This design comes from an exercise in tuning for small area and a short achievable clock period on the open sky130 flow, not from production work.
Where RTL was checked, it was by simulation tests only, not by an equivalence proof against the original.
The RTL of runs 3 to 6 was laid out without a check of its function.
Power figures rest on the tool's default switching activity, not on a simulated workload.

==> design/flow/flow/run.sh <==
#!/bin/bash
set -euo pipefail
bash standard.sh SETUP_SLACK_MARGIN=6.65 \
  "BUFFER_PORTS_ARGS=-buffer_cell sky130_fd_sc_hd__buf_1" \
  "CTS_ARGS=-sink_clustering_enable -repair_clock_nets -sink_clustering_size 25 -sink_clustering_max_diameter 70 -dont_use_dummy_load" \
  finish > standard_flow.log 2>&1
==> design/flow/standard.sh <==
#!/bin/bash
# synth_recipe.tcl (not shown) runs the flow's synth.tcl, then flattens the netlist and writes it again
# the make line also repeats each setting of config.mk as NAME=value (left out here)
make -C /OpenROAD-flow-scripts/flow DESIGN_CONFIG=/design/flow/config.mk WORK_HOME=/design/flow/orfs CLKGATE_MAP_FILE= SYNTH_SCRIPT=/design/flow/synth_recipe.tcl "${@:-finish}"
==> design/flow/config.mk <==
export PLATFORM = sky130hd
export DESIGN_NAME = noc_router
export DESIGN_NICKNAME = noc_router
export VERILOG_FILES = /design/flow/design.v
export SDC_FILE = /design/flow/constraint.sdc
export NUM_CORES = 8
export LEC_CHECK = 0
export CAP_MARGIN = 20
export CORE_MARGIN = 2
export CORE_UTILIZATION = 50
export PLACE_DENSITY = 0.55
export SETUP_SLACK_MARGIN = 5
export SLEW_MARGIN = 20
==> design/flow/constraint.sdc <==
create_clock -name core_clock -period 10.0 [get_ports {clk}]
set_input_delay 2.0000 -clock core_clock [delete_from_list [all_inputs] [get_ports {clk}]]
set_output_delay 2.0000 -clock core_clock [all_outputs]
set_load 0.01 [all_outputs]
==> design/flow/design.v <==
module noc_router (
    input  logic        clk,
    input  logic        rst,
    input  logic [2:0]  CONST_localx,
    input  logic [2:0]  CONST_localy,
    input  logic [31:0] data_n_in,
    input  logic [31:0] data_s_in,
    input  logic [31:0] data_w_in,
    input  logic [31:0] data_e_in,
    input  logic [31:0] data_p_in,
    input  logic [4:0]  data_void_in,
    input  logic [4:0]  stop_in,
    output logic [31:0] data_n_out,
    output logic [31:0] data_s_out,
    output logic [31:0] data_w_out,
    output logic [31:0] data_e_out,
    output logic [31:0] data_p_out,
    output logic [4:0]  data_void_out,
    output logic [4:0]  stop_out
);
    function automatic logic [4:0] xy_route(input logic [31:0] flit,
                                            input logic [2:0] lx,
                                            input logic [2:0] ly);
        logic [2:0] dx;
        logic [2:0] dy;
        dx = flit[23:21];
        dy = flit[20:18];
        xy_route[3] = (dx > lx);
        xy_route[2] = (dx < lx);
        xy_route[0] = (dx == lx) && (dy < ly);
        xy_route[1] = (dx == lx) && (dy > ly);
        xy_route[4] = (dx == lx) && (dy == ly);
    endfunction
    logic [31:0] din [5];
    logic [31:0] f_r [5];         
    logic [31:0] b_r [5][4];      
    logic [1:0]  rd_r [5];        
    logic [1:0]  wr_r [5];        
    logic [4:0]  th_r [5];        
    logic [4:0]  go_r;            
    logic [4:0]  act_r;           
    logic [4:0]  tgt_r [5];       
    logic [31:0] od_r [5];
    logic [4:0]  ov_r;
    logic [4:0]  low_r [5];       
    logic [4:0]  ne_s, disc_s, push_s, pop_s, ldf_s, act_n_s;
    logic [4:0]  ld_s, has_s, hgnt_s, busy_s;
    logic [4:0]  hreq_s [5];      
    logic [4:0]  gnt_s [5];       
    logic [31:0] cand_s [5];
    logic [31:0] od_n_s [5];
    logic [31:0] f_n_s [5];
    assign din[0] = data_n_in;
    assign din[1] = data_s_in;
    assign din[2] = data_w_in;
    assign din[3] = data_e_in;
    assign din[4] = data_p_in;
    always_comb begin
        for (int i = 0; i < 5; i++) begin
            ne_s[i]   = th_r[i][0];
            disc_s[i] = ne_s[i] && !act_r[i] && !f_r[i][31];
            push_s[i] = !data_void_in[i] && go_r[i];
        end
        for (int o = 0; o < 5; o++) begin
            ld_s[o]   = !ov_r[o] || !stop_in[o];
            busy_s[o] = 1'b0;
            for (int i = 0; i < 5; i++) begin
                busy_s[o]    = busy_s[o] | (act_r[i] & tgt_r[i][o]);
                hreq_s[o][i] = ne_s[i] && !act_r[i] && f_r[i][31] && tgt_r[i][o];
            end
        end
        for (int o = 0; o < 5; o++) begin
            for (int i = 0; i < 5; i++) begin
                logic kill;
                kill = 1'b0;
                for (int j = 0; j < 5; j++) begin
                    if (j < i) begin
                        kill = kill | (hreq_s[o][j] & (!low_r[o][j] | low_r[o][i]));
                    end else if (j > i) begin
                        kill = kill | (hreq_s[o][j] & !low_r[o][j] & low_r[o][i]);
                    end
                end
                gnt_s[o][i] = (ne_s[i] && act_r[i] && tgt_r[i][o]) ||
                              (!busy_s[o] && hreq_s[o][i] && !kill);
            end
            has_s[o]  = (gnt_s[o] != 5'b00000);
            hgnt_s[o] = !busy_s[o] && (hreq_s[o] != 5'b00000);
            od_n_s[o] = od_r[o] & {32{!ld_s[o]}};
            for (int i = 0; i < 5; i++) begin
                od_n_s[o] = od_n_s[o] | (f_r[i] & {32{gnt_s[o][i] & ld_s[o]}});
            end
        end
        for (int i = 0; i < 5; i++) begin
            logic sent;
            sent = 1'b0;
            for (int o = 0; o < 5; o++) begin
                sent = sent | (gnt_s[o][i] & ld_s[o]);
            end
            pop_s[i]  = disc_s[i] | sent;
            ldf_s[i]  = pop_s[i] || !th_r[i][0];
            cand_s[i] = din[i] & {32{!th_r[i][1]}};
            for (int k = 0; k < 4; k++) begin
                cand_s[i] = cand_s[i] | (b_r[i][k] & {32{th_r[i][1] && rd_r[i] == 2'(k)}});
            end
            f_n_s[i] = ldf_s[i] ? cand_s[i] : f_r[i];
            if (pop_s[i]) begin
                act_n_s[i] = act_r[i] ? !f_r[i][30] : (f_r[i][31] && !f_r[i][30]);
            end else begin
                act_n_s[i] = act_r[i];
            end
        end
    end
    always_ff @(posedge clk or negedge rst) begin
        if (!rst) begin
            for (int i = 0; i < 5; i++) begin
                th_r[i] <= 5'b00000;
                rd_r[i] <= 2'd0;
                wr_r[i] <= 2'd0;
            end
            go_r   <= 5'b00000;
            act_r  <= 5'b00000;
        end else begin
            for (int i = 0; i < 5; i++) begin
                if (push_s[i] && !pop_s[i]) begin
                    th_r[i] <= {th_r[i][3:0], 1'b1};
                end else if (pop_s[i] && !push_s[i]) begin
                    th_r[i] <= {1'b0, th_r[i][4:1]};
                end
                go_r[i]   <= pop_s[i] || !(th_r[i][4] || (th_r[i][3] && push_s[i]));
                if (pop_s[i] && (th_r[i][1] || push_s[i])) begin
                    rd_r[i] <= rd_r[i] + 2'd1;
                end
                if (push_s[i] && th_r[i][0]) begin
                    wr_r[i] <= wr_r[i] + 2'd1;
                end
                act_r[i] <= act_n_s[i];
            end
        end
    end
    always_ff @(posedge clk) begin
        for (int i = 0; i < 5; i++) begin
            f_r[i] <= f_n_s[i];
            if (ldf_s[i] && !act_n_s[i]) begin
                tgt_r[i] <= xy_route(cand_s[i], CONST_localx, CONST_localy);
            end
            for (int k = 0; k < 4; k++) begin
                if (go_r[i] && th_r[i][0] && wr_r[i] == 2'(k)) begin
                    b_r[i][k] <= din[i];
                end
            end
        end
    end
    always_ff @(posedge clk or negedge rst) begin
        if (!rst) begin
            ov_r <= 5'b00000;
            for (int o = 0; o < 5; o++) begin
                low_r[o] <= 5'b00000;
            end
        end else begin
            for (int o = 0; o < 5; o++) begin
                if (ld_s[o]) begin
                    ov_r[o] <= has_s[o];
                    if (hgnt_s[o]) begin
                        for (int k = 0; k < 5; k++) begin
                            logic after;
                            after = 1'b0;
                            for (int i = 0; i < k; i++) begin
                                after = after | gnt_s[o][i];
                            end
                            low_r[o][k] <= !(after | gnt_s[o][4]);
                        end
                    end
                end
            end
        end
    end
    always_ff @(posedge clk) begin
        for (int o = 0; o < 5; o++) begin
            od_r[o] <= od_n_s[o];
        end
    end
    assign data_n_out    = od_r[0];
    assign data_s_out    = od_r[1];
    assign data_w_out    = od_r[2];
    assign data_e_out    = od_r[3];
    assign data_p_out    = od_r[4];
    assign data_void_out = ~ov_r;
    assign stop_out      = ~go_r;
endmodule
==> metrics.yaml, run 1 <==
status: "no timing/DRC/antenna violations"
regToRegSetupSlack_ns: 6.65
critical_path_class: "in2reg"
setup_viol: 0
htreeDepth: 2
cts_tree: "built"
fin_setup_tns_ns: 0
hold_viol_final: 0
ir_drop_uv: 185.1
grt_start_max_net_pins: 45
cellLeakagePower_nw: 17.25
max_freq_ghz: 0.2930
rr_worst_depth: 12
boundaryPins: 348
final_max_slew_viol_count: 0
period_minus_slack_ns: 3.412
cts_hold_repair.buffers: 0
synth_top_flop_cell: "edfxtp_1"
place_congestion: 0.9773
drtAntennaViolNets: 0
ys_seq_area_share_pct: 68.58
grt_pass1_vias: 30880
grt_setup_unrepaired: "true"
antenna_found_initial: 10
cts.sinks: 1070
endpoint: "th_r[4][1]$_DFFE_PN0P_"
final_cell_mix: "edfxtp_1, a22oi_1, nand2_1"
r2r-start: "th_r[0][0]$_DFFE_PN0P_"
path_buf_inv: 2
cp_cell_sequence: "buf_12 -> and2_4 -> nor3_4 -> a22o_1 -> or4_4 -> or2_4 -> inv_8 -> ha_4 -> mux2i_1 -> o21ai_1"
portBuffers: 347
fp.dieH_um: 300.3
area_growth_pct: 12.90
required_ns: 10.54
fin_util_pct: 57.04
fin_nets: 3838
numCtsBuffers: 60
cap_violations: 0
rr_endpoint: "th_r[4][1]$_DFFE_PN0P_"
synth_seq_cells: 1070
synth.avg_cell_area_sq_um: 13.50
dr.pass1.iters: 14
holdCritPathClass: "reg2reg"
async_flop_share_pct: 7.944
std_cell_rows: 108
syn-cell-area_sq_um: 43900
root_buffer: "clkbuf_16"
clk_pin_slew_worst_paths_ns: 0.08
fill_cells: 7068
syn-num-nets: 3505
via_per_inst: 6.918
synth_cells: 3252
die-area_sq_um: 90180
synth_edf_count: 825
wl_per_cell_um: 34.71
insertion_delay_ns: 0.69
post-route-drc-count: 0
slew_headroom_pct: 23.54
fin_skew_ns: 0.06646
critPathArrivalTime_ns: 3.96
num_vias: 32810
post_synth_num_cell_types: 76
die_w_um: 300.3
grt_pass1_wl_mm: 230.6
final_common_cell: "edfxtp_1"
period_share_pct: 34.12
fp.coreArea_sq_um: 86890
drive_gt1_share_pct: 11.61
cp.depth: 10
cp_max_fo: 5
grtUsageTotal_pct: 35.81
worst_slew_pin_slew_ns: 1.147
hpwl_mm: 104.6
crit_family: "simple AND/OR/NAND/NOR gates"
powerDensity_nw_per_um2: 326.7
slowest_delay_ns: 0.56
endpoint_kind: "flip-flop"
clock_path_buffers: 3
initial_utilization_pct: 50.52
drtIter0Drc: 6488
start_kind: "input pin"
critPathSlowestCell: "or4_4"
yosys_warnings: 15
grt_overflow_total: 0
cp-startpoint: "stop_in[0]"
totalWireLength_mm: 164.6
-- Yosys cell counts (7+ instances only) --
library cell | n | area share (%)
nand3_1 | 251 | 2.9
inv_1 | 74 | 0.63
nand4b_1 | 20 | 0.40
nor3_1 | 12 | 0.14
nand2b_1 | 9 | 0.13
edfxtp_1 | 825 | 56
nand2_1 | 369 | 3.2
ha_1 | 75 | 2.1
o21ai_0 | 114 | 1.3
a21oi_1 | 28 | 0.32
o22ai_1 | 15 | 0.21
a32o_1 | 14 | 0.32
a222oi_1 | 219 | 5.0
clkbuf_1 | 210 | 1.8
dfrtp_1 | 85 | 4.8
mux2_2 | 9 | 0.23
a221oi_1 | 20 | 0.40
buf_2 | 19 | 0.22
nor2_1 | 55 | 0.47
mux2i_1 | 15 | 0.34
and3_1 | 31 | 0.44
nor2b_1 | 15 | 0.21
and2_1 | 38 | 0.54
a21o_1 | 15 | 0.26
xnor2_1 | 10 | 0.20
dfxtp_1 | 160 | 7.3
a22o_1 | 21 | 0.42
a22oi_1 | 407 | 7.0
o21ai_1 | 7 | 0.080
-- stage by stage --
stage | total power (W) | cells | setup WS [ns] | instance area, sq um | hold slack [ns]
2_1_floorplan | 0.01036 | 3252 | 6.116 | 44280 | 0.4660
3_3_place_gp | 0.01273 | 4588 | 5.096 | 46620 | 0.4411
3_5_place_dp | 0.01287 | 4588 | 4.975 | 46620 | 0.4566
4_1_cts | 0.01583 | 4718 | 6.544 | 49200 | 0.4844
5_1_grt | 0.01670 | 4738 | 6.536 | 49550 | 0.5056
6_report | 0.01619 | 4743 | 6.588 | 49560 | 0.4853
-- area by class of cell --
| type | count | area (sq um) | share of cell area, % |
|---|---|---|---|
| Timing Repair Buffer | 494 | 2770 | 5.590 |
| Clock buffer | 60 | 1501 | 3.030 |
| Multi-Input combinational cell | 1884 | 13360 | 26.97 |
| Antenna cell | 5 | 12.51 | 0.02525 |
| Sequential cell | 1070 | 30170 | 60.87 |
| Tap cell | 1155 | 1445 | 2.916 |
| Inverter | 75 | 300.3 | 0.6059 |
-- logic make-up after synthesis --
family / Yosys count / share of synthesized area [%]
DFF: 1070 / 68.58
buffers and inverters: 310 / 2.731
adders and majority gates: 75 / 2.138
and+or+nand+nor: 841 / 9.206
muxes: 28 / 0.6840
xor gates and xnor gates: 10 / 0.1995
AOI/OAI and AO/OA: 918 / 16.47
-- registers in the layout, indices dropped and copies added, names as in the netlist, 10 cells and up --
register / flops
b_r: 640
f_r: 160
od_r: 160
low_r: 25
tgt_r: 25
th_r: 25
rd_r: 10
wr_r: 10
-- where the power goes --
part	switching, W	leakage (nW)	internal [W]	total [W]
Combinational	0.00354	6.41	0.00189	0.00544
Sequential	0.00185	10.1	0.00647	0.00832
Clock	0.00137	0.739	0.00106	0.00243
Total	0.00677	17.3	0.00943	0.0162
-- how the worst min path moves through the flow --
stage | from | to | slack (ns) | cells past startpoint
after detailed placement | od_r[0][12]$_DFF_P_ | od_r[0][12]$_DFF_P_ | 0.46 | 2
after CTS | od_r[0][18]$_DFF_P_ | od_r[0][18]$_DFF_P_ | 0.48 | 2
final | od_r[0][11]$_DFF_P_ | od_r[0][11]$_DFF_P_ | 0.49 | 2
after global placement | od_r[0][3]$_DFF_P_ | od_r[0][3]$_DFF_P_ | 0.44 | 2
after floorplan | low_r[0][0]$_DFFE_PN0P_ | low_r[0][0]$_DFFE_PN0P_ | 0.47 | 2
after global routing | od_r[0][11]$_DFF_P_ | od_r[0][11]$_DFF_P_ | 0.51 | 2
-- what timing repair did --
action,4_1_cts,5_1_grt
setup endpoints to repair,362,245
cloned,14,1
pin swaps,15,11
setup buffers,56,19
resized for setup,124,73
-- tightest hold or removal path, delay by kind of cell, from the launching register on --
family	cells	cell delay [ns]
AND/OR/NAND/NOR	2	0.11
flip-flops	1	0.32
-- layer usage --
| metal | track usage (%) | up-vias | part of all wire, % |
|---|---|---|---|
| met5 | 0 | - | 0.070 |
| met4 | 15.61 | 8 | 5.2 |
| met3 | 12.18 | 400 | 14 |
| met2 | 53.00 | 2348 | 44 |
| met1 | 48.16 | 16370 | 37 |
| li1 | - | 13680 | - |
==> inputs of run 2 (changes only) <==
==> design/flow/flow/run.sh (replaced) <==
#!/bin/bash
set -euo pipefail
bash standard.sh SETUP_SLACK_MARGIN=6.72 \
  "BUFFER_PORTS_ARGS=-buffer_cell sky130_fd_sc_hd__buf_1" \
  "CTS_ARGS=-sink_clustering_enable -repair_clock_nets -sink_clustering_size 25 -sink_clustering_max_diameter 70 -dont_use_dummy_load" \
  finish > standard_flow.log 2>&1
==> run 2 against run 1 <==
Still clean on timing, DRC and antenna. Design area is 0.62% higher. Non-clock buffer count is 6 higher. Worst hold slack worse by 0.0095 ns. Sequential power is 0.6% lower. First-iteration DRC count is 4.3% lower. Cell count is 0.19% higher. Register-to-register slack hardly changed. Worst setup slack worse by 0.022 ns. Global-route usage is 0.52 points lower. Largest cell class unchanged. Highest routed layer unchanged.
==> metrics.yaml, run 2 <==
clk_pin_slew_worst_paths_ns: 0.08  # about the same
powerDensity_nw_per_um2: 327.7  # was 326.7 nW/um^2
largest_register_ff_count: 640  # unchanged
synth_top_flop_cell: "edfxtp_1"  # unchanged
synth_commonest_cells: "edfxtp_1, a22oi_1, nand2_1"  # unchanged
grt_setup_unrepaired: "true"  # unchanged
totalWireLength_mm: 164.4  # was 164.6 mm
holdCritPathClass: "reg2reg"  # unchanged
synth_seq_cells: 1070  # unchanged
slowest_delay_ns: 0.51  # was 0.56 ns
hold_viol_final: 0  # unchanged
hpwl_mm: 105.3  # was 104.6 mm
cp_max_fo: 5  # unchanged
largest_registers: "b_r x640, f_r x160, od_r x160"  # unchanged
grt_overflow_total: 0  # unchanged
antenna_found_initial: 9  # was 10
boundaryPins: 348  # unchanged
worst_slew_pin_slew_ns: 1.182  # was 1.147 ns
critPathSlowestCell: "or4_4"  # unchanged
drtIter0Drc: 6211  # was 6488
synth_edf_count: 825  # unchanged
std_cell_rows: 108  # unchanged
placed_area_sq_um: 46630  # was 46620 sq um
critPathArrivalTime_ns: 3.89  # was 3.96 ns
fp.coreArea_sq_um: 86890  # unchanged
largest_register: "b_r"  # unchanged
async_flop_share_pct: 7.944  # unchanged
die-area_sq_um: 90180  # unchanged
post_synth_num_cell_types: 76  # unchanged
yosys.cell_count.top_type: "edfxtp_1"  # unchanged
status: "no timing/DRC/antenna violations"  # unchanged
wl_per_cell_um: 34.60  # was 34.71 um
final_common_cell: "edfxtp_1"  # unchanged
place_congestion: 0.9837  # was 0.9773
portBuffers: 347  # unchanged
fp.dieH_um: 300.3  # unchanged
drtAntennaViolNets: 0  # unchanged
cellLeakagePower_nw: 17.61  # was 17.25 nW
endpoint_kind: "flip-flop"  # unchanged
period_minus_slack_ns: 3.435  # was 3.412 ns
cts_tree: "built"  # unchanged
fin_nets: 3848  # was 3838
synth_top_area_cell: "edfxtp_1"  # unchanged
fill_cells: 7038  # was 7068
fin_setup_tns_ns: 0  # unchanged
die_w_um: 300.3  # unchanged
grt_pass1_wl_mm: 227.6  # was 230.6 mm
htreeDepth: 2  # unchanged
critical_path_class: "in2reg"  # unchanged
max_freq_ghz: 0.2911  # was 0.2930 GHz
grtUsageTotal_pct: 35.29  # was 35.81%
numCtsBuffers: 59  # was 60
ir_drop_uv: 355.8  # was 185.1 uV
synth_area_leaders: "edfxtp_1, dfxtp_1, a22oi_1"  # unchanged
num_vias: 32870  # was 32810
insertion_delay_ns: 0.71  # was 0.69 ns
via_per_inst: 6.917  # was 6.918
synth_cells: 3252  # unchanged
final_max_slew_viol_count: 0  # unchanged
dr.pass1.iters: 15  # was 14
period_share_pct: 34.35  # was 34.12%
area_growth_pct: 13.60  # was 12.90%
final_cell_mix: "edfxtp_1, a22oi_1, nand2_1"  # unchanged
holdWs_ns: 0.4758  # was 0.4853 ns
root_buffer: "clkbuf_16"  # unchanged
grt_pass1_vias: 30930  # was 30880
cts.sinks: 1070  # unchanged
start_kind: "input pin"  # unchanged
fin_skew_ns: 0.09368  # was 0.06646 ns
syn-num-nets: 3505  # unchanged
initial_utilization_pct: 50.52  # unchanged
cp_cell_sequence: "buf_12 -> and2_4 -> buf_6 -> nor3_4 -> a22o_4 -> or4_4 -> or2_4 -> buf_4 -> a21o_4"  # was buf_12 -> and2_4 -> nor3_4 -> a22o_1 -> or4_4 -> or2_4 -> inv_8 -> ha_4 -> mux2i_1 -> o21ai_1
ys_seq_area_share_pct: 68.58  # unchanged
required_ns: 10.46  # was 10.54 ns
drive_gt1_share_pct: 14.89  # was 11.61%
grt_start_max_net_pins: 49  # was 45
crit_family: "simple AND/OR/NAND/NOR gates"  # unchanged
slew_headroom_pct: 21.18  # was 23.54%
path_buf_inv: 3  # was 2
fin_util_pct: 57.39  # was 57.04%
synth.avg_cell_area_sq_um: 13.50  # unchanged
syn-cell-area_sq_um: 43900  # unchanged
synth_top_area_share_pct: 56.43  # unchanged
post-route-drc-count: 0  # unchanged
cap_violations: 0  # unchanged
setup_viol: 0  # unchanged
fin_area_sq_um: 49870  # was 49560 sq um
yosys_warnings: 15  # unchanged
clock_path_buffers: 3  # unchanged
==> run 2: cell type report <==
cell class	count	area, sq um	area share [%]
Inverter	75	305.3	0.6122
Clock buffer	59	1476	2.961
Antenna cell	4	10.01	0.02007
Tap cell	1155	1445	2.898
Multi-Input combinational cell	1889	13430	26.92
Timing Repair Buffer	500	2977	5.969
Sequential cell	1070	30230	60.62
==> run 2: where the power goes <==
group	switching [W]	total, W	internal (W)
clock network	0.00137	0.00242	0.00104
logic	0.00367	0.00565	0.00198
registers	0.00179	0.00827	0.00648
==> run 2: final timing paths <==
check,start,endpoint,slack [ns],cells past startpoint
min in group asynchronous,rst,wr_r[4][1]$_DFFE_PN0P_,1.43,1
max in group asynchronous,rst,ov_r[0]$_DFFE_PN0P_,7.42,2
hold / removal,od_r[0][3]$_DFF_P_,od_r[0][3]$_DFF_P_,0.48,2
setup reg to reg,f_r[0][31]$_DFFE_PP_,tgt_r[4][1]$_DFFE_PP_,6.65,10
hold reg to reg,od_r[0][3]$_DFF_P_,od_r[0][3]$_DFF_P_,0.48,2
setup / recovery,stop_in[0],tgt_r[4][1]$_DFFE_PP_,6.57,9
==> run 2: worst min-delay path, cell delays in order, from the launching register on <==
cell and delay, ns:
dfxtp_1 0.34, nand2_1 0.05, nand3_1 0.06
==> run 2: through the flow <==
stage,total power [W],setup slack [ns],std cells
2_1_floorplan,0.01037,6.116,3252
3_3_place_gp,0.01277,5.076,4592
3_5_place_dp,0.01288,5.039,4592
4_1_cts,0.01582,6.567,4725
5_1_grt,0.01683,6.560,4749
6_report,0.01634,6.565,4752
==> run 2: cells by family (layout without fill, tap and decap cells) <==
kind of cell,after synthesis,after routing,share of synthesized area (%)
other cells,0,4,0
simple gates,841,853,9.206
mux,28,28,0.6840
flops,1070,1070,68.58
fa+ha+maj,75,75,2.138
xor+xnor,10,10,0.1995
buf+inv,310,634,2.731
compound gates,918,923,16.47
==> run 2: layer usage <==
layer | share of wire (%) | GRT usage [%]
met4 | 4.8 | 13.99
met2 | 44 | 52.27
met1 | 38 | 48.07
met3 | 13 | 11.85
met5 | 0.021 | 0.05291
==> run 2: what timing repair did <==
item,4_1_cts,5_1_grt
buffers inserted,58,18
setup endpoints to repair,495,288
hold buffers,0,0
cloned,16,5
pin swaps,23,10
resized for setup,243,84
==> inputs of run 3 (changes only) <==
--- a/design/flow/design.v
+++ b/design/flow/design.v
@@ -42,7 +42,7 @@
     logic [4:0]  tgt_r [5];       
     logic [31:0] od_r [5];
     logic [4:0]  ov_r;
-    logic [4:0]  low_r [5];       
+    logic [4:0]  mask_r [5];      
     logic [4:0]  ne_s, disc_s, push_s, pop_s, ldf_s, act_n_s;
     logic [4:0]  ld_s, has_s, hgnt_s, busy_s;
     logic [4:0]  hreq_s [5];      
@@ -75,9 +75,9 @@
                 kill = 1'b0;
                 for (int j = 0; j < 5; j++) begin
                     if (j < i) begin
-                        kill = kill | (hreq_s[o][j] & (!low_r[o][j] | low_r[o][i]));
+                        kill = kill | (hreq_s[o][j] & (mask_r[o][j] | !mask_r[o][i]));
                     end else if (j > i) begin
-                        kill = kill | (hreq_s[o][j] & !low_r[o][j] & low_r[o][i]);
+                        kill = kill | (hreq_s[o][j] & mask_r[o][j] & !mask_r[o][i]);
                     end
                 end
                 gnt_s[o][i] = (ne_s[i] && act_r[i] && tgt_r[i][o]) ||
@@ -154,7 +154,7 @@
         if (!rst) begin
             ov_r <= 5'b00000;
             for (int o = 0; o < 5; o++) begin
-                low_r[o] <= 5'b00000;
+                mask_r[o] <= 5'b11111;
             end
         end else begin
             for (int o = 0; o < 5; o++) begin
@@ -167,7 +167,7 @@
                             for (int i = 0; i < k; i++) begin
                                 after = after | gnt_s[o][i];
                             end
-                            low_r[o][k] <= !(after | gnt_s[o][4]);
+                            mask_r[o][k] <= after | gnt_s[o][4];
                         end
                     end
                 end
==> design/flow/flow/run.sh (replaced) <==
#!/bin/bash
set -euo pipefail
bash standard.sh SETUP_SLACK_MARGIN=6.7 \
  "BUFFER_PORTS_ARGS=-buffer_cell sky130_fd_sc_hd__buf_1" \
  finish > standard_flow.log 2>&1
--- a/design/flow/config.mk
+++ b/design/flow/config.mk
@@ -7,7 +7,7 @@
 export LEC_CHECK = 0
 export CAP_MARGIN = 20
 export CORE_MARGIN = 2
-export CORE_UTILIZATION = 50
-export PLACE_DENSITY = 0.55
+export CORE_UTILIZATION = 32
+export PLACE_DENSITY = 0.35
 export SETUP_SLACK_MARGIN = 5
 export SLEW_MARGIN = 20
==> run 3 against run 2 <==
First-iteration DRC count shrank 19%. Synthesized cell count rose by 3.1%. Clock skew shrank 0.066 ns. Total power rose by 17%. Highest routed layer unchanged. Via count is 2.5% higher. Sequential power increased by 3.4%. Combinational power grew 9.6%. Utilization shrank 18 points. Flip-flop and latch count unchanged. Critical endpoint is now od_r[4][10]$_DFF_P_. Sequential share of layout area down 4.8 points. Worst hold slack improved by 0.017 ns. Largest power group unchanged. Wire length rose by 21%.
==> metrics.yaml, run 3 <==
status: "no timing/DRC/antenna violations"  # unchanged
critPathArrivalTime_ns: 4.05  # was 3.89 ns
synth_seq_cells: 1070  # unchanged
ir_drop_uv: 163.0  # was 355.8 uV
synth_area_leaders: "edfxtp_1, dfxtp_1, a22oi_1"  # unchanged
fin_skew_ns: 0.02732  # was 0.09368 ns
synth.avg_cell_area_sq_um: 13.23  # was 13.50 sq um
synth_top_area_share_pct: 55.84  # was 56.43%
r2r-start: "f_r[1][31]$_DFFE_PP_"  # was f_r[0][31]$_DFFE_PP_
antenna_found_initial: 11  # was 9
die-area_sq_um: 141600  # was 90180 sq um
period_share_pct: 33.72  # was 34.35%
regToRegSetupSlack_ns: 6.63  # was 6.65 ns
place_congestion: 0.9155  # was 0.9837
synth_edf_count: 825  # unchanged
ys_seq_area_share_pct: 67.93  # was 68.58%
cap_violations: 0  # unchanged
required_ns: 10.68  # was 10.46 ns
final_cell_mix: "edfxtp_1, a22oi_1, nand2_1"  # unchanged
insertion_delay_ns: 0.75  # was 0.71 ns
synth_commonest_cells: "edfxtp_1, a22oi_1, nand2_1"  # unchanged
largest_registers: "b_r x640, f_r x160, od_r x160"  # unchanged
fp.coreArea_sq_um: 137500  # was 86890 sq um
std_cell_rows: 136  # was 108
holdWs_ns: 0.4928  # was 0.4758 ns
p_total_w: 0.01917  # was 0.01634 W
setup_viol: 0  # unchanged
setup_ws_ns: 6.628  # was 6.565 ns
portBuffers: 347  # unchanged
boundaryPins: 348  # unchanged
post-route-drc-count: 0  # unchanged
grt_start_max_net_pins: 62  # was 49
grt_pass1_vias: 32120  # was 30930
endpoint_kind: "flip-flop"  # unchanged
start_kind: "flip-flop"  # was input pin
htreeDepth: 3  # was 2
num_antenna_cells: 0  # was 4
area_growth_pct: 23.00  # was 13.60%
min_to: "od_r[4][10]$_DFF_P_"  # was od_r[0][3]$_DFF_P_
wl_per_cell_um: 35.14  # was 34.60 um
slew_headroom_pct: 16.40  # was 21.18%
root_buffer: "clkbuf_16"  # unchanged
cp-startpoint: "f_r[1][31]$_DFFE_PP_"  # was stop_in[0]
die_w_um: 376.3  # was 300.3 um
fp.dieH_um: 376.3  # was 300.3 um
synth_top_flop_cell: "edfxtp_1"  # unchanged
numCtsBuffers: 120  # was 59
syn-cell-area_sq_um: 44360  # was 43900 sq um
max_freq_ghz: 0.2965  # was 0.2911 GHz
synth_cells: 3354  # was 3252
cp_cell_sequence: "buf_4 -> and4b_1 -> a32oi_1 -> a32oi_1 -> o31ai_2 -> and2_1 -> buf_4 -> a222oi_1 -> nand2_1"  # was buf_12 -> and2_4 -> buf_6 -> nor3_4 -> a22o_4 -> or4_4 -> or2_4 -> buf_4 -> a21o_4
period_minus_slack_ns: 3.372  # was 3.435 ns
final_max_slew_viol_count: 0  # unchanged
syn-num-nets: 3607  # was 3505
drtAntennaViolNets: 0  # unchanged
largest_register: "b_r"  # unchanged
async_flop_share_pct: 7.944  # unchanged
grt_setup_unrepaired: "true"  # unchanged
grt_overflow_total: 0  # unchanged
cp.depth: 9  # unchanged
fill_cells: 12960  # was 7038
num_vias: 33700  # was 32870
clock_path_buffers: 3  # unchanged
initial_utilization_pct: 32.27  # was 50.52%
cts_tree: "built"  # unchanged
grtUsageTotal_pct: 26.86  # was 35.29%
holdPathStages: 2  # unchanged
critical_path_class: "reg2reg"  # was in2reg
pre_cts_ws_ns: 5.111  # was 5.039 ns
yosys.cell_count.top_type: "edfxtp_1"  # unchanged
final_common_cell: "edfxtp_1"  # unchanged
min_from: "od_r[4][10]$_DFF_P_"  # was od_r[0][3]$_DFF_P_
dr.pass1.iters: 15  # unchanged
slowest_delay_ns: 0.75  # was 0.51 ns
powerDensity_nw_per_um2: 351.2  # was 327.7 nW/um^2
critPathSlowestCell: "o31ai_2"  # was or4_4
rr_endpoint: "od_r[4][10]$_DFF_P_"  # was tgt_r[4][1]$_DFFE_PP_
path_buf_inv: 2  # was 3
drtIter0Drc: 5060  # was 6211
hpwl_mm: 126.4  # was 105.3 mm
fin_setup_tns_ns: 0  # unchanged
cts_hold_repair.buffers: 0  # unchanged
worst_slew_pin_slew_ns: 1.254  # was 1.182 ns
grt_pass1_wl_mm: 266.2  # was 227.6 mm
yosys_warnings: 15  # unchanged
crit_family: "compound AO/OA/AOI/OAI gates"  # was simple AND/OR/NAND/NOR gates
cts.sinks: 1070  # unchanged
drive_gt1_share_pct: 21.13  # was 14.89%
fin_nets: 3990  # was 3848
clk_pin_slew_worst_paths_ns: 0.06  # was 0.08 ns
holdCritPathClass: "reg2reg"  # unchanged
via_per_inst: 5.978  # was 6.917
cellLeakagePower_nw: 19.29  # was 17.61 nW
synth_top_area_cell: "edfxtp_1"  # unchanged
rr_worst_depth: 9  # was 10
hold_viol_final: 0  # unchanged
post_synth_num_cell_types: 76  # unchanged
totalWireLength_mm: 198.1  # was 164.4 mm
cp_max_fo: 32  # was 5
largest_register_ff_count: 640  # unchanged
[run 3: power breakdown]
group	total (W)	switching [W]	internal, W	leakage (nW)
sequential	0.00855	0.00197	0.00658	10.1
clock	0.00442	0.00190	0.00252	1.91
combinational	0.00619	0.00397	0.00222	7.27
total	0.0192	0.00784	0.0113	19.3
[run 3: cell families after synthesis]
kind of cell / share of synthesized area (%)
AOI/OAI and AO/OA: 16.50
xor gates and xnor gates: 0.1974
adders and majority gates: 2.115
buffers and inverters: 2.834
DFF: 67.93
muxes: 0.6261
and+or+nand+nor: 9.803
[run 3: worst register-to-register path: stages (launching register included)]
cell and delay, ns:
edfxtp_1 0.51, buf_4 0.23, and4b_1 0.23, a32oi_1 0.40
a32oi_1 0.13, o31ai_2 0.75, and2_1 0.23, buf_4 0.45
a222oi_1 0.26, nand2_1 0.12
[run 3: layout make-up]
type                       count  area, sq um  area share, %
clock inverter                75        670.6          1.229
clock buffer                 153         3267          5.987
tap                         1794         2245          4.114
timing repair buffer         502         3919          7.182
sequential                  1070        30460          55.82
multi-input combinational   1977        13740          25.18
inverter                      66        265.3         0.4861
[run 3: how the worst max path moves through the flow]
| stage | end | slack [ns] |
|---|---|---|
| 2_1_floorplan | th_r[3][1]$_DFFE_PN0P_ | 6.31 |
| 6_report | od_r[4][10]$_DFF_P_ | 6.63 |
| 5_1_grt | data_void_out[0] | 6.54 |
| 3_5_place_dp | f_r[2][0]$_DFFE_PP_ | 5.11 |
| 3_3_place_gp | f_r[2][10]$_DFFE_PP_ | 5.10 |
| 4_1_cts | data_void_out[0] | 6.56 |
[run 3: what timing repair did]
action	in CTS	in global routing
buffers inserted	45	22
gates cloned	10	5
resized for setup	642	76
setup endpoints to repair	487	278
pin swaps	15	12
[run 3: through the flow]
stage,instances,utilization [%],area (sq um)
after floorplan,3354,-,44830
after global placement,5326,34.87,47940
after detailed placement,5327,34.88,47960
after CTS,5610,39.30,54030
after global routing,5637,39.69,54570
final,5637,39.69,54570
[run 3: layer usage]
metal	routed length (um)	track usage [%]
met4	7412	8.702
met1	81630	36.21
met2	88470	41.26
met3	20400	8.082
met5	191	0
==> inputs of run 4 (changes only) <==
==> design/flow/flow/run.sh (replaced) <==
#!/bin/bash
set -euo pipefail
bash standard.sh SETUP_SLACK_MARGIN=6.65 \
  "BUFFER_PORTS_ARGS=-buffer_cell sky130_fd_sc_hd__buf_1" \
  finish > standard_flow.log 2>&1
--- a/design/flow/config.mk
+++ b/design/flow/config.mk
@@ -7,7 +7,9 @@
 export LEC_CHECK = 0
 export CAP_MARGIN = 20
 export CORE_MARGIN = 2
-export CORE_UTILIZATION = 32
-export PLACE_DENSITY = 0.35
+export CORE_UTILIZATION = 50
+export CTS_CLUSTER_DIAMETER = 80
+export CTS_CLUSTER_SIZE = 30
+export PLACE_DENSITY = 0.55
 export SETUP_SLACK_MARGIN = 5
 export SLEW_MARGIN = 20
==> run 4 against run 3 <==
Still clean on timing, DRC and antenna. Register-to-register slack improved by 0.04 ns. Cell count shrank 13%. Wire length fell by 14%. Combinational power down 5.0%. Maximum frequency down 0.53%. Count of clock-buffer cells in the layout down 87. Die area is 36% lower. Utilization grew 18 points. Largest power group unchanged.
==> metrics.yaml, run 4 <==
area_growth_pct: 13.82  # was 23.00%
dr.pass1.iters: 12  # was 15
fp.dieH_um: 301.9  # was 376.3 um
syn-num-nets: 3607  # unchanged
htreeDepth: 2  # was 3
slew_headroom_pct: 19.63  # was 16.40%
boundaryPins: 348  # unchanged
fill_cells: 7275  # was 12960
cap_violations: 0  # unchanged
fin_area_sq_um: 50490  # was 54570 sq um
cp.depth: 9  # unchanged
r2r-start: "act_r[1]$_DFF_PN0_"  # was f_r[1][31]$_DFFE_PP_
setup_viol: 0  # unchanged
root_buffer: "clkbuf_16"  # unchanged
totalWireLength_mm: 169.7  # was 198.1 mm
regArea_sq_um: 30180  # was 30460 sq um
setup_ws_ns: 6.610  # was 6.628 ns
synth_top_flop_cell: "edfxtp_1"  # unchanged
required_ns: 10.34  # was 10.68 ns
fin_setup_tns_ns: 0  # unchanged
drtIter0Drc: 6466  # was 5060
grtUsageTotal_pct: 36.12  # was 26.86%
crit_family: "simple AND/OR/NAND/NOR gates"  # was compound AO/OA/AOI/OAI gates
synth_area_leaders: "edfxtp_1, dfxtp_1, a22oi_1"  # unchanged
numCtsBuffers: 47  # was 120
portBuffers: 347  # unchanged
place_congestion: 0.9547  # was 0.9155
yosys_warnings: 15  # unchanged
syn-cell-area_sq_um: 44360  # unchanged
endpoint: "f_r[0][25]$_DFFE_PP_"  # was od_r[4][10]$_DFF_P_
antenna_found_initial: 6  # was 11
final_cell_mix: "edfxtp_1, a22oi_1, nand2_1"  # unchanged
largest_registers: "b_r x640, f_r x160, od_r x160"  # unchanged
critical_path_class: "in2reg"  # was reg2reg
fin_nets: 3942  # was 3990
hpwl_mm: 107.5  # was 126.4 mm
ir_drop_uv: 327.8  # was 163.0 uV
holdCritPathClass: "reg2reg"  # unchanged
max_freq_ghz: 0.2950  # was 0.2965 GHz
cp_cell_sequence: "buf_12 -> and2_4 -> buf_4 -> a2111oi_4 -> nor4_4 -> nand2_2 -> clkinv_4 -> buf_12 -> nand2_8"  # was buf_4 -> and4b_1 -> a32oi_1 -> a32oi_1 -> o31ai_2 -> and2_1 -> buf_4 -> a222oi_1 -> nand2_1
synth_commonest_cells: "edfxtp_1, a22oi_1, nand2_1"  # unchanged
clk_pin_slew_worst_paths_ns: 0.11  # was 0.06 ns
path_common_cell: "buf_12"
path_buf_inv: 4  # was 2
post-route-drc-count: 0  # unchanged
cts.sinks: 1070  # unchanged
cellLeakagePower_nw: 17.64  # was 19.29 nW
critPathSlowestCell: "a2111oi_4"  # was o31ai_2
std_cell_rows: 109  # was 136
synth.avg_cell_area_sq_um: 13.23  # unchanged
ys_seq_area_share_pct: 67.93  # unchanged
p_total_w: 0.01663  # was 0.01917 W
async_flop_share_pct: 7.944  # unchanged
synth_edf_count: 825  # unchanged
synth_cells: 3354  # unchanged
cts_hold_repair.buffers: 0  # unchanged
rr_worst_depth: 11  # was 9
cp-startpoint: "stop_in[2]"  # was f_r[1][31]$_DFFE_PP_
wl_per_cell_um: 34.68  # was 35.14 um
cts_tree: "built"  # unchanged
grt_pass1_wl_mm: 235.1  # was 266.2 mm
critPathArrivalTime_ns: 3.73  # was 4.05 ns
period_share_pct: 33.90  # was 33.72%
cp_max_fo: 32  # unchanged
placed_area_sq_um: 47150  # was 47960 sq um
grt_setup_unrepaired: "true"  # unchanged
rr_endpoint: "f_r[0][25]$_DFFE_PP_"  # was od_r[4][10]$_DFF_P_
final_common_cell: "edfxtp_1"  # unchanged
grt_start_max_net_pins: 47  # was 62
fp.coreArea_sq_um: 88100  # was 137500 sq um
final_max_slew_viol_count: 0  # unchanged
fin_skew_ns: 0.03274  # was 0.02732 ns
grt_overflow_total: 0  # unchanged
powerDensity_nw_per_um2: 329.3  # was 351.2 nW/um^2
insertion_delay_ns: 0.67  # was 0.75 ns
worst_slew_pin_slew_ns: 1.206  # was 1.254 ns
pre_cts_ws_ns: 4.994  # was 5.111 ns
initial_utilization_pct: 50.36  # was 32.27%
yosys.cell_count.top_type: "edfxtp_1"  # unchanged
largest_register_ff_count: 640  # unchanged
largest_register: "b_r"  # unchanged
endpoint_kind: "flip-flop"  # unchanged
regToRegSetupSlack_ns: 6.67  # was 6.63 ns
clock_path_buffers: 3  # unchanged
num_vias: 33670  # was 33700
start_kind: "input pin"  # was flip-flop
grt_pass1_vias: 31730  # was 32120
synth_top_area_cell: "edfxtp_1"  # unchanged
die-area_sq_um: 91130  # was 141600 sq um
synth_top_area_share_pct: 55.84  # unchanged
post_synth_num_cell_types: 76  # unchanged
drtAntennaViolNets: 0  # unchanged
status: "no timing/DRC/antenna violations"  # unchanged
via_per_inst: 6.879  # was 5.978
synth_seq_cells: 1070  # unchanged
multi_input_area_sq_um: 13770  # was 13740 sq um
slowest_delay_ns: 0.50  # was 0.75 ns
drive_gt1_share_pct: 12.53  # was 21.13%
hold_viol_final: 0  # unchanged
period_minus_slack_ns: 3.390  # was 3.372 ns
die_w_um: 301.9  # was 376.3 um
-- run 4: cell counts after synthesis --
Identical to the previous run, type by type.
-- run 4: how the worst min path moves through the flow --
stage / start / end / slack [ns] / cells past startpoint
6_report: od_r[4][1]$_DFF_P_ / od_r[4][1]$_DFF_P_ / 0.50 / 2
5_1_grt: od_r[2][10]$_DFF_P_ / od_r[2][10]$_DFF_P_ / 0.51 / 2
4_1_cts: od_r[4][22]$_DFF_P_ / od_r[4][22]$_DFF_P_ / 0.50 / 2
3_5_place_dp: od_r[4][15]$_DFF_P_ / od_r[4][15]$_DFF_P_ / 0.47 / 2
3_3_place_gp: od_r[4][22]$_DFF_P_ / od_r[4][22]$_DFF_P_ / 0.47 / 2
2_1_floorplan: th_r[0][2]$_DFFE_PN0P_ / th_r[0][2]$_DFFE_PN0P_ / 0.47 / 2
-- run 4: logic make-up after synthesis --
group | after synthesis | synth area share, %
XOR/XNOR | 10 | 0.1974
flip-flops | 1070 | 67.93
buffers and inverters | 314 | 2.834
AO/OA/AOI/OAI | 944 | 16.50
multiplexers | 26 | 0.6261
adder cells (fa/ha/maj) | 75 | 2.115
AND/OR/NAND/NOR | 915 | 9.803
-- run 4: metrics by stage --
stage | utilization [%] | hold WS (ns) | cells
after global placement | 53.51 | 0.4668 | 4701
after CTS | 56.57 | 0.4974 | 4850
after floorplan | - | 0.4737 | 3354
final | 57.31 | 0.4971 | 4895
after global routing | 57.31 | 0.5138 | 4892
after detailed placement | 53.52 | 0.4707 | 4701
-- run 4: per-layer routing --
layer / vias to the layer above / GRT usage [%] / part of all wire (%)
met4: 2 / 17.31 / 6.0
met3: 431 / 11.18 / 13
met1: 16910 / 49.14 / 38
met2: 2294 / 52.95 / 43
li1: 14030 / - / -
met5: - / 0 / 0.0077
-- run 4: cell type report --
type / instances / area share [%]
Clock inverter: 21 / 0.5922
Sequential cell: 1070 / 59.76
Multi-Input combinational cell: 1979 / 27.28
Clock buffer: 66 / 2.562
Timing Repair Buffer: 525 / 6.381
Inverter: 66 / 0.5204
Tap cell: 1165 / 2.887
Antenna cell: 3 / 0.01487
-- run 4: timing repair --
action / 4_1_cts / 5_1_grt
resized for setup: 111 / 90
pin swaps: 14 / 16
cloned: 16 / 2
setup endpoints to repair: 374 / 240
setup buffers: 46 / 40
-- run 4: power breakdown --
part / switching (W) / internal [W]
logic: 0.00386 / 0.00202
registers: 0.00178 / 0.00649
clock network: 0.00147 / 0.00101
total: 0.00711 / 0.00952
-- run 4: worst min-delay path, stage by stage, from the launching register on --
cell and delay (ns):
dfxtp_1 0.34, a221oi_1 0.07, nand2_1 0.06
==> inputs of run 5 (changes only) <==
--- a/design/flow/design.v
+++ b/design/flow/design.v
@@ -34,8 +34,8 @@
     logic [31:0] din [5];
     logic [31:0] f_r [5];         
     logic [31:0] b_r [5][4];      
-    logic [1:0]  rd_r [5];        
-    logic [1:0]  wr_r [5];        
+    logic [3:0]  rd_r [5];        
+    logic [3:0]  wr_r [5];        
     logic [4:0]  th_r [5];        
     logic [4:0]  go_r;            
     logic [4:0]  act_r;           
@@ -100,7 +100,7 @@
             ldf_s[i]  = pop_s[i] || !th_r[i][0];
             cand_s[i] = din[i] & {32{!th_r[i][1]}};
             for (int k = 0; k < 4; k++) begin
-                cand_s[i] = cand_s[i] | (b_r[i][k] & {32{th_r[i][1] && rd_r[i] == 2'(k)}});
+                cand_s[i] = cand_s[i] | (b_r[i][k] & {32{th_r[i][1] & rd_r[i][k]}});
             end
             f_n_s[i] = ldf_s[i] ? cand_s[i] : f_r[i];
             if (pop_s[i]) begin
@@ -114,8 +114,8 @@
         if (!rst) begin
             for (int i = 0; i < 5; i++) begin
                 th_r[i] <= 5'b00000;
-                rd_r[i] <= 2'd0;
-                wr_r[i] <= 2'd0;
+                rd_r[i] <= 4'b0001;
+                wr_r[i] <= 4'b0001;
             end
             go_r   <= 5'b00000;
             act_r  <= 5'b00000;
@@ -128,10 +128,10 @@
                 end
                 go_r[i]   <= pop_s[i] || !(th_r[i][4] || (th_r[i][3] && push_s[i]));
                 if (pop_s[i] && (th_r[i][1] || push_s[i])) begin
-                    rd_r[i] <= rd_r[i] + 2'd1;
+                    rd_r[i] <= {rd_r[i][2:0], rd_r[i][3]};
                 end
                 if (push_s[i] && th_r[i][0]) begin
-                    wr_r[i] <= wr_r[i] + 2'd1;
+                    wr_r[i] <= {wr_r[i][2:0], wr_r[i][3]};
                 end
                 act_r[i] <= act_n_s[i];
             end
@@ -144,7 +144,7 @@
                 tgt_r[i] <= xy_route(cand_s[i], CONST_localx, CONST_localy);
             end
             for (int k = 0; k < 4; k++) begin
-                if (go_r[i] && th_r[i][0] && wr_r[i] == 2'(k)) begin
+                if (go_r[i] && th_r[i][0] && wr_r[i][k]) begin
                     b_r[i][k] <= din[i];
                 end
             end
==> design/flow/flow/run.sh (replaced) <==
#!/bin/bash
set -euo pipefail
bash standard.sh SETUP_SLACK_MARGIN=7.0 \
  "BUFFER_PORTS_ARGS=-buffer_cell sky130_fd_sc_hd__buf_1" \
  finish > standard_flow.log 2>&1
--- a/design/flow/config.mk
+++ b/design/flow/config.mk
@@ -7,9 +7,7 @@
 export LEC_CHECK = 0
 export CAP_MARGIN = 20
 export CORE_MARGIN = 2
-export CORE_UTILIZATION = 50
-export CTS_CLUSTER_DIAMETER = 80
-export CTS_CLUSTER_SIZE = 30
-export PLACE_DENSITY = 0.55
+export CORE_UTILIZATION = 32
+export PLACE_DENSITY = 0.35
 export SETUP_SLACK_MARGIN = 5
 export SLEW_MARGIN = 20
==> run 5 against run 4 <==
Still clean on timing, DRC and antenna. Die area rose by 57%. Count of clock-buffer cells in the layout rose by 125. Clock power rose by 86%. Worst hold slack got worse by 0.015 ns. Design area rose by 14%. Sequential share of layout area fell by 5.6 points. Via count rose by 1.5%. Sequential power fell by 6.3%. Highest routed layer unchanged.
==> metrics.yaml, run 5 <==
status: "no timing/DRC/antenna violations"  # unchanged
syn-num-nets: 3582  # was 3607
holdWs_ns: 0.4819  # was 0.4971 ns
place_congestion: 0.8701  # was 0.9547
drive_gt1_share_pct: 27.16  # was 12.53%
period_minus_slack_ns: 3.379  # was 3.390 ns
largest_register: "b_r"  # unchanged
rr_worst_depth: 13  # was 11
grtUsageTotal_pct: 27.38  # was 36.12%
required_ns: 8.00  # was 10.34 ns
portBuffers: 347  # unchanged
synth_cells: 3369  # was 3354
final_common_cell: "edfxtp_1"  # unchanged
boundaryPins: 348  # unchanged
drtIter0Drc: 4141  # was 6466
antenna_found_initial: 12  # was 6
synth_seq_cells: 1090  # was 1070
fp.coreArea_sq_um: 139200  # was 88100 sq um
syn-cell-area_sq_um: 44730  # was 44360 sq um
setup_viol: 0  # unchanged
async_flop_share_pct: 9.633  # was 7.944%
post-route-drc-count: 0  # unchanged
grt_pass1_vias: 33120  # was 31730
synth_area_leaders: "edfxtp_1, dfxtp_1, a22oi_1"  # unchanged
root_buffer: "clkbuf_16"  # unchanged
placed_area_sq_um: 48700  # was 47150 sq um
post-place-cells: 5412  # was 4701
cellLeakagePower_nw: 20.18  # was 17.64 nW
fin_nets: 4054  # was 3942
post_synth_num_cell_types: 74  # was 76
grt_pass1_wl_mm: 271.9  # was 235.1 mm
cts_tree: "built"  # unchanged
wl_per_cell_um: 34.74  # was 34.68 um
fin_area_sq_um: 57390  # was 50490 sq um
initial_utilization_pct: 32.13  # was 50.36%
synth_edf_count: 825  # unchanged
holdPathStages: 2  # unchanged
yosys_warnings: 15  # unchanged
clk_pin_slew_worst_paths_ns: 0.06  # was 0.11 ns
final_cell_mix: "edfxtp_1, a22oi_1, nand2_1"  # unchanged
cp_max_fo: 2  # was 32
via_per_inst: 5.862  # was 6.879
totalWireLength_mm: 202.5  # was 169.7 mm
critPathArrivalTime_ns: 1.38  # was 3.73 ns
critical_path_class: "reg2out"  # was in2reg
fp.dieH_um: 377.9  # was 301.9 um
instances_no_fill: 5828  # was 4895
insertion_delay_ns: 0.77  # was 0.67 ns
clock_path_buffers: 3  # unchanged
numCtsBuffers: 131  # was 47
synth_top_flop_cell: "edfxtp_1"  # unchanged
hpwl_mm: 125.9  # was 107.5 mm
htreeDepth: 4  # was 2
holdCritPathClass: "reg2reg"  # unchanged
ir_drop_uv: 172.4  # was 327.8 uV
fill_cells: 12990  # was 7275
die_w_um: 377.9  # was 301.9 um
synth.avg_cell_area_sq_um: 13.28  # was 13.23 sq um
die-area_sq_um: 142800  # was 91130 sq um
max_freq_ghz: 0.2959  # was 0.2950 GHz
drtAntennaViolNets: 0  # unchanged
num_vias: 34160  # was 33670
yosys.cell_count.top_type: "edfxtp_1"  # unchanged
endpoint_kind: "output pin"  # was flip-flop
slew_headroom_pct: 16.39  # was 19.63%
dr.pass1.iters: 8  # was 12
p_total_w: 0.01838  # was 0.01663 W
largest_registers: "b_r x640, f_r x160, od_r x160"  # unchanged
ys_seq_area_share_pct: 68.52  # was 67.93%
worst_slew_pin_slew_ns: 1.254  # was 1.206 ns
grt_overflow_total: 0  # unchanged
largest_register_ff_count: 640  # unchanged
final_max_slew_viol_count: 0  # unchanged
area_growth_pct: 28.31  # was 13.82%
cap_violations: 0  # unchanged
fin_skew_ns: 0.02887  # was 0.03274 ns
fin_setup_tns_ns: 0  # unchanged
std_cell_rows: 137  # was 109
synth_commonest_cells: "edfxtp_1, a22oi_1, nand2_1"  # unchanged
synth_top_area_cell: "edfxtp_1"  # unchanged
grt_start_max_net_pins: 62  # was 47
synth_top_area_share_pct: 55.39  # was 55.84%
period_share_pct: 33.79  # was 33.90%
powerDensity_nw_per_um2: 320.2  # was 329.3 nW/um^2
hold_viol_final: 0  # unchanged
cts.sinks: 1090  # was 1070
start_kind: "flip-flop"  # was input pin
cts_hold_repair.buffers: 0  # unchanged
grt_setup_unrepaired: "true"  # unchanged
[run 5: changes by cell type in the layout (fill, tap and decap cells not counted), sizes merged, moves of 51 or more]
cell    before  now
nor2       168   78
clkbuf      92  198
nand2      328  402
a22oi      342  393
a222oi     153  100
buf        492  567
[run 5: worst paths after layout]
path	from	to	slack, ns
max	ov_r[4]$_DFFE_PN0P_	data_void_out[4]	6.62
min	od_r[2][5]$_DFF_P_	od_r[2][5]$_DFF_P_	0.48
max reg2reg	act_r[1]$_DFF_PN0_	th_r[2][0]$_DFFE_PN0P_	6.78
min reg2reg	od_r[2][5]$_DFF_P_	od_r[2][5]$_DFF_P_	0.48
max in group asynchronous	rst	act_r[2]$_DFF_PN0_	7.45
min in group asynchronous	rst	wr_r[0][2]$_DFFE_PN0P_	1.32
[run 5: power breakdown]
group | total [W] | internal (W) | switching (W)
registers | 0.00775 | 0.00596 | 0.00179
logic | 0.00599 | 0.00247 | 0.00352
clock network | 0.00463 | 0.00267 | 0.00196
[run 5: layer usage]
metal	share of wire [%]	GRT usage (%)	routed length, um	vias up
met5	0.019	0	39	-
met4	4.1	9.742	8320	6
met3	9.3	7.280	18770	378
met2	45	42.53	90700	1799
met1	42	36.75	84630	17520
li1	-	-	-	14460
[run 5: worst max-delay path, cell delays in order, from the launching register on]
cell and delay, ns:
dfrtp_2 0.44, inv_2 0.08, buf_6 0.09
[run 5: timing repair]
action	CTS	global route
cloned	14	10
endpoints found under the hold margin	0	0
endpoints found under the setup margin	585	512
setup buffers	98	50
pin swaps	29	49
gates resized for setup	832	142
[run 5: per-stage QoR]
step | utilization (%) | worst slack (ns)
2_1_floorplan | - | 6.181
3_3_place_gp | 34.99 | 4.918
3_5_place_dp | 34.99 | 4.902
4_1_cts | 40.40 | 6.569
5_1_grt | 41.23 | 6.575
6_report | 41.23 | 6.621
[run 5: layout make-up]
type | instances | area (sq um) | area share (%)
sequential | 1090 | 31110 | 54.20
clock inverter | 52 | 510.5 | 0.8895
antenna | 1 | 2.502 | 0.004360
multi-input combinational | 1984 | 14410 | 25.11
clock buffer | 191 | 3655 | 6.368
timing repair buffer | 580 | 5127 | 8.935
inverter | 54 | 229.0 | 0.3990
tap | 1876 | 2347 | 4.090
[run 5: cell families (layout without fill, tap and decap cells)]
family,Yosys count,after routing,share of synthesized area [%]
flip-flops,1090,1090,68.52
AO/OA/AOI/OAI,987,987,16.93
AND/OR/NAND/NOR,890,904,9.503
buffers and inverters,309,877,2.646
multiplexers,58,58,1.418
adder cells (fa/ha/maj),35,35,0.9791
other,0,1,0
==> inputs of run 6 (changes only) <==
--- a/design/flow/design.v
+++ b/design/flow/design.v
@@ -37,7 +37,7 @@
     logic [3:0]  rd_r [5];        
     logic [3:0]  wr_r [5];        
     logic [4:0]  th_r [5];        
-    logic [4:0]  go_r;            
+    logic [4:0]  stop_r;
     logic [4:0]  act_r;           
     logic [4:0]  tgt_r [5];       
     logic [31:0] od_r [5];
@@ -59,7 +59,7 @@
         for (int i = 0; i < 5; i++) begin
             ne_s[i]   = th_r[i][0];
             disc_s[i] = ne_s[i] && !act_r[i] && !f_r[i][31];
-            push_s[i] = !data_void_in[i] && go_r[i];
+            push_s[i] = !data_void_in[i] && !stop_r[i];
         end
         for (int o = 0; o < 5; o++) begin
             ld_s[o]   = !ov_r[o] || !stop_in[o];
@@ -117,7 +117,7 @@
                 rd_r[i] <= 4'b0001;
                 wr_r[i] <= 4'b0001;
             end
-            go_r   <= 5'b00000;
+            stop_r <= 5'b11111;
             act_r  <= 5'b00000;
         end else begin
             for (int i = 0; i < 5; i++) begin
@@ -126,11 +126,11 @@
                 end else if (pop_s[i] && !push_s[i]) begin
                     th_r[i] <= {1'b0, th_r[i][4:1]};
                 end
-                go_r[i]   <= pop_s[i] || !(th_r[i][4] || (th_r[i][3] && push_s[i]));
-                if (pop_s[i] && (th_r[i][1] || push_s[i])) begin
+                stop_r[i] <= !pop_s[i] && (th_r[i][4] || (th_r[i][3] && push_s[i]));
+                if (pop_s[i] && th_r[i][1]) begin
                     rd_r[i] <= {rd_r[i][2:0], rd_r[i][3]};
                 end
-                if (push_s[i] && th_r[i][0]) begin
+                if (push_s[i] && (th_r[i][1] || (th_r[i][0] && !pop_s[i]))) begin
                     wr_r[i] <= {wr_r[i][2:0], wr_r[i][3]};
                 end
                 act_r[i] <= act_n_s[i];
@@ -144,7 +144,7 @@
                 tgt_r[i] <= xy_route(cand_s[i], CONST_localx, CONST_localy);
             end
             for (int k = 0; k < 4; k++) begin
-                if (go_r[i] && th_r[i][0] && wr_r[i][k]) begin
+                if (push_s[i] && th_r[i][0] && wr_r[i][k]) begin
                     b_r[i][k] <= din[i];
                 end
             end
@@ -185,5 +185,5 @@
     assign data_e_out    = od_r[3];
     assign data_p_out    = od_r[4];
     assign data_void_out = ~ov_r;
-    assign stop_out      = ~go_r;
+    assign stop_out      = stop_r;
 endmodule
==> design/flow/run.sh (new file) <==
#!/bin/bash
# synth_recipe.tcl (not shown) runs the flow's synth.tcl, then flattens the netlist and writes it again
# the make line also repeats each setting of config.mk as NAME=value (left out here)
make -C /OpenROAD-flow-scripts/flow DESIGN_CONFIG=/design/flow/config.mk WORK_HOME=/design/flow/orfs CLKGATE_MAP_FILE= SYNTH_SCRIPT=/design/flow/synth_recipe.tcl finish
removed: design/flow/flow/run.sh
removed: design/flow/standard.sh
==> run 6 against run 5 <==
Utilization is 1.7 points lower. Global-route usage is 1.8 points lower. Flip-flop and latch count stayed put. Critical endpoint is now wr_r[0][2]$_DFFE_PN0P_. Critical path type is now in2reg.
==> metrics.yaml, run 6 <==
fin_skew_ns: 0.02549  # was 0.02887 ns
instances_no_fill: 5495  # was 5828
min_from: "od_r[1][14]$_DFF_P_"  # was od_r[2][5]$_DFF_P_
clk_pin_slew_worst_paths_ns: 0.06  # about the same
dr_wl_met3_mm: 15.25  # was 18.77 mm
cap_violations: 0  # unchanged
swShare_pct: 38.34  # was 39.56%
die-area_sq_um: 140900  # was 142800 sq um
start_kind: "input pin"  # was flip-flop
largest_register: "b_r"  # unchanged
largest_registers: "b_r x640, f_r x160, od_r x160"  # unchanged
endpoint_kind: "flip-flop"  # was output pin
drtAntennaViolNets: 0  # unchanged
grt_pass1_wl_mm: 253.9  # was 271.9 mm
grt_start_max_net_pins: 60  # was 62
synth_top_area_cell: "edfxtp_1"  # unchanged
clock_path_buffers: 3  # unchanged
cts_hold_repair.buffers: 0  # unchanged
via_per_inst: 5.810  # was 5.862
cp-startpoint: "stop_in[4]"  # was ov_r[4]$_DFFE_PN0P_
fp.dieH_um: 375.4  # was 377.9 um
die_w_um: 375.4  # was 377.9 um
postCtsSetupBuffers: 0  # was 98
final_common_cell: "edfxtp_1"  # unchanged
htreeDepth: 4  # unchanged
yosys_warnings: 15  # unchanged
boundaryPins: 348  # unchanged
cts.sinks: 1090  # unchanged
fin_setup_tns_ns: 0  # unchanged
initial_utilization_pct: 32.19  # was 32.13%
cp_cell_sequence: "clkdlybuf4s50_1 -> and2_2 -> buf_6 -> o221ai_4 -> buf_4 -> nor4_4 -> or4b_4 -> a21oi_4 -> mux2_2"  # was inv_2 -> buf_6
status: "no timing/DRC/antenna violations"  # unchanged
slowest_delay_ns: 0.69  # was 0.44 ns
p_total_w: 0.01635  # was 0.01838 W
clockPowerShare_pct: 28.6  # was 25.2%
place_congestion: 0.9006  # was 0.8701
fin_nets: 3802  # was 4054
grt_setup_unrepaired: "true"  # unchanged
period_share_pct: 49.18  # was 33.79%
p_comb_share_pct: 25.8  # was 32.6%
min_to: "od_r[1][14]$_DFF_P_"  # was od_r[2][5]$_DFF_P_
rr_endpoint: "wr_r[0][2]$_DFFE_PN0P_"  # was th_r[2][0]$_DFFE_PN0P_
syn-cell-area_sq_um: 44150  # was 44730 sq um
setup_viol: 0  # unchanged
top_layer: "met4"  # was met5
num_vias: 31930  # was 34160
num_antenna_cells: 0  # was 1
wl_met2_mm: 85.10  # was 90.70 mm
post-place-cells: 5249  # was 5412
holdCritPathClass: "reg2reg"  # unchanged
wl_per_cell_um: 33.63  # was 34.74 um
powerDensity_nw_per_um2: 301.3  # was 320.2 nW/um^2
period_minus_slack_ns: 4.918  # was 3.379 ns
final_max_slew_viol_count: 0  # unchanged
critPathSlowestCell: "or4b_4"  # was dfrtp_2
fp.coreArea_sq_um: 137200  # was 139200 sq um
synth_edf_count: 825  # unchanged
max_freq_ghz: 0.2034  # was 0.2959 GHz
yosys.cell_count.top_type: "edfxtp_1"  # unchanged
required_ns: 10.63  # was 8.00 ns
largest_register_ff_count: 640  # unchanged
ys_seq_area_share_pct: 69.44  # was 68.52%
ir_drop_uv: 137.4  # was 172.4 uV
grt_pass1_vias: 31610  # was 33120
syn-num-nets: 3457  # was 3582
synth_top_flop_cell: "edfxtp_1"  # unchanged
synth_area_leaders: "edfxtp_1, dfxtp_1, a22oi_1"  # unchanged
std_cell_rows: 136  # was 137
antenna_found_initial: 7  # was 12
root_buffer: "clkbuf_16"  # unchanged
hpwl_mm: 123.6  # was 125.9 mm
drtIter0Drc: 5572  # was 4141
holdWs_ns: 0.4764  # was 0.4819 ns
cellLeakagePower_nw: 18.97  # was 20.18 nW
fin_area_sq_um: 54260  # was 57390 sq um
final_cell_mix: "edfxtp_1, nand2_1, a22oi_1"  # was edfxtp_1, a22oi_1, nand2_1
insertion_delay_ns: 0.76  # was 0.77 ns
post_synth_num_cell_types: 85  # was 74
dr.pass1.iters: 14  # was 8
critPathArrivalTime_ns: 5.55  # was 1.38 ns
rr_worst_depth: 9  # was 13
async_flop_share_pct: 9.633  # unchanged
grtUsageTotal_pct: 25.57  # was 27.38%
drt-met1-wl_mm: 80.00  # was 84.63 mm
portBuffers: 347  # unchanged
slew_headroom_pct: 28.24  # was 16.39%
p_int_w: 0.01008  # was 0.01111 W
synth_seq_cells: 1090  # unchanged
drive_gt1_share_pct: 11.38  # was 27.16%
cp_max_fo: 39  # was 2
worst_slew_pin_slew_ns: 1.073  # was 1.254 ns
pwr-share-seq_pct: 45.6  # was 42.2%
numCtsBuffers: 132  # was 131
p_switching_w: 0.006268  # was 0.007270 W
holdPathStages: 2  # unchanged
post-route-drc-count: 0  # unchanged
regToRegSetupSlack_ns: 5.71  # was 6.78 ns
synth_commonest_cells: "edfxtp_1, nand2_1, a22oi_1"  # was edfxtp_1, a22oi_1, nand2_1
synth.avg_cell_area_sq_um: 13.60  # was 13.28 sq um
placed_area_sq_um: 49950  # was 48700 sq um
hold_viol_final: 0  # unchanged
synth_cells: 3246  # was 3369
grt_overflow_total: 0  # unchanged
synth_top_area_share_pct: 56.12  # was 55.39%
r2r-start: "act_r[0]$_DFF_PN0_"  # was act_r[1]$_DFF_PN0_
totalWireLength_mm: 184.8  # was 202.5 mm
area_growth_pct: 22.92  # was 28.31%
cts_tree: "built"  # unchanged
critical_path_class: "in2reg"  # was reg2out
## run 6: final cells by class
cell class	count	area, sq um
clock inverters	69	639.4
clock buffers	175	3600
flip-flops and latches	1090	30650
repair buffers	435	4143
multi-input cells	1886	12810
inverters	46	172.7
well taps	1794	2245
fillers	12870	82890
## run 6: cell families after synthesis
kind of cell    count (synthesis)  share of synthesized area [%]
buf+inv                       272                          2.361
mux                            43                          1.071
xor+xnor                        2                        0.03969
compound gates                883                          16.17
simple gates                  923                          9.988
fa+ha+maj                      33                         0.9353
flops                        1090                          69.44
## run 6: layer usage
metal | up-vias | track usage (%)
met1 | 16310 | 35.53
met2 | 1570 | 40.04
li1 | 13830 | -
met5 | - | 0
met3 | 225 | 6.057
met4 | 0 | 6.698
## run 6: worst max path at each step
| stage | end | slack (ns) | cells after the start |
|---|---|---|---|
| floorplan | wr_r[2][1]$_DFFE_PN0P_ | 5.03 | 7 |
| global placement | wr_r[1][1]$_DFFE_PN0P_ | 3.88 | 8 |
| detailed placement | wr_r[1][3]$_DFFE_PN0P_ | 3.68 | 8 |
| CTS | tgt_r[4][0]$_DFFE_PP_ | 5.01 | 9 |
| global route | wr_r[0][1]$_DFFE_PN0P_ | 5.00 | 9 |
| finish | wr_r[0][2]$_DFFE_PN0P_ | 5.08 | 9 |
## run 6: timing repair
item / in CTS / in global routing
pin swaps: 1 / 0
setup endpoints to repair: 41 / 30
cloned: 1 / 1
resized for setup: 3 / 6
## run 6: through the flow
stage,worst slack (ns),util [%]
finish,5.082,39.57
global route,4.996,39.57
CTS,5.006,39.53
detailed placement,3.681,36.42
global placement,3.880,36.41
floorplan,5.031,-
## run 6: power groups by stage
stage          clock network, W  logic (W)  registers [W]
4_1_cts                 0.00481    0.00416        0.00740
3_5_place_dp                  0    0.00412        0.00747
5_1_grt                 0.00498    0.00452        0.00747
3_3_place_gp                  0    0.00406        0.00750
2_1_floorplan                 0    0.00229        0.00648
6_report                0.00468    0.00422        0.00745
## run 6: worst max-delay path: cells and delay by family
kind | cells | cell delay [ns]
and+or+nand+nor | 3 | 1.39
buffers and inverters | 3 | 1.34
muxes | 1 | 0.36
AOI/OAI and AO/OA | 2 | 0.43

==> separate check: timing with driven ports <==
In the flow no input, the clock included, has a driving cell. The finished layouts below were timed again as built, in two steps. Step 1: set_driving_cell puts a clkbuf_16 on clk and a buf_2 on each other input, an assumption about the parent block. Step 2 moves the port delays by t, midway between the first and last clock arrival at a register: inputs arrive t later, outputs are due t later. That takes back most of the time a late clock gives input paths. Three values: no drivers, after step 1, after step 2; two values: the first two.
| run | t (ns) | setup slack, ns | worst hold slack (ns) |
|---|---|---|---|
| run 1 | 0.736 | 6.588 / 6.563 / 5.861 | 0.485 / 0.485 / 0.485 |
| run 2 | 0.740 | 6.565 / 6.569 / 5.829 | 0.476 / 0.476 / 0.476 |
| run 3 | 0.818 | 6.628 / 6.545 / 5.844 | 0.493 / 0.493 / 0.493 |
| run 4 | 0.721 | 6.610 / 6.580 / 5.907 | 0.497 / 0.497 / 0.497 |
| run 5 | 0.837 | 6.621 / 6.541 / 5.946 | 0.482 / 0.482 / 0.482 |
| run 6 | 0.821 | 5.082 / 5.124 / 4.303 | 0.476 / 0.476 / 0.476 |
After both steps setup and hold are still met in every run listed. For run 3, which loses most, drivers alone change the setup slack by -0.083 ns; drivers and shift together by -0.784 ns.
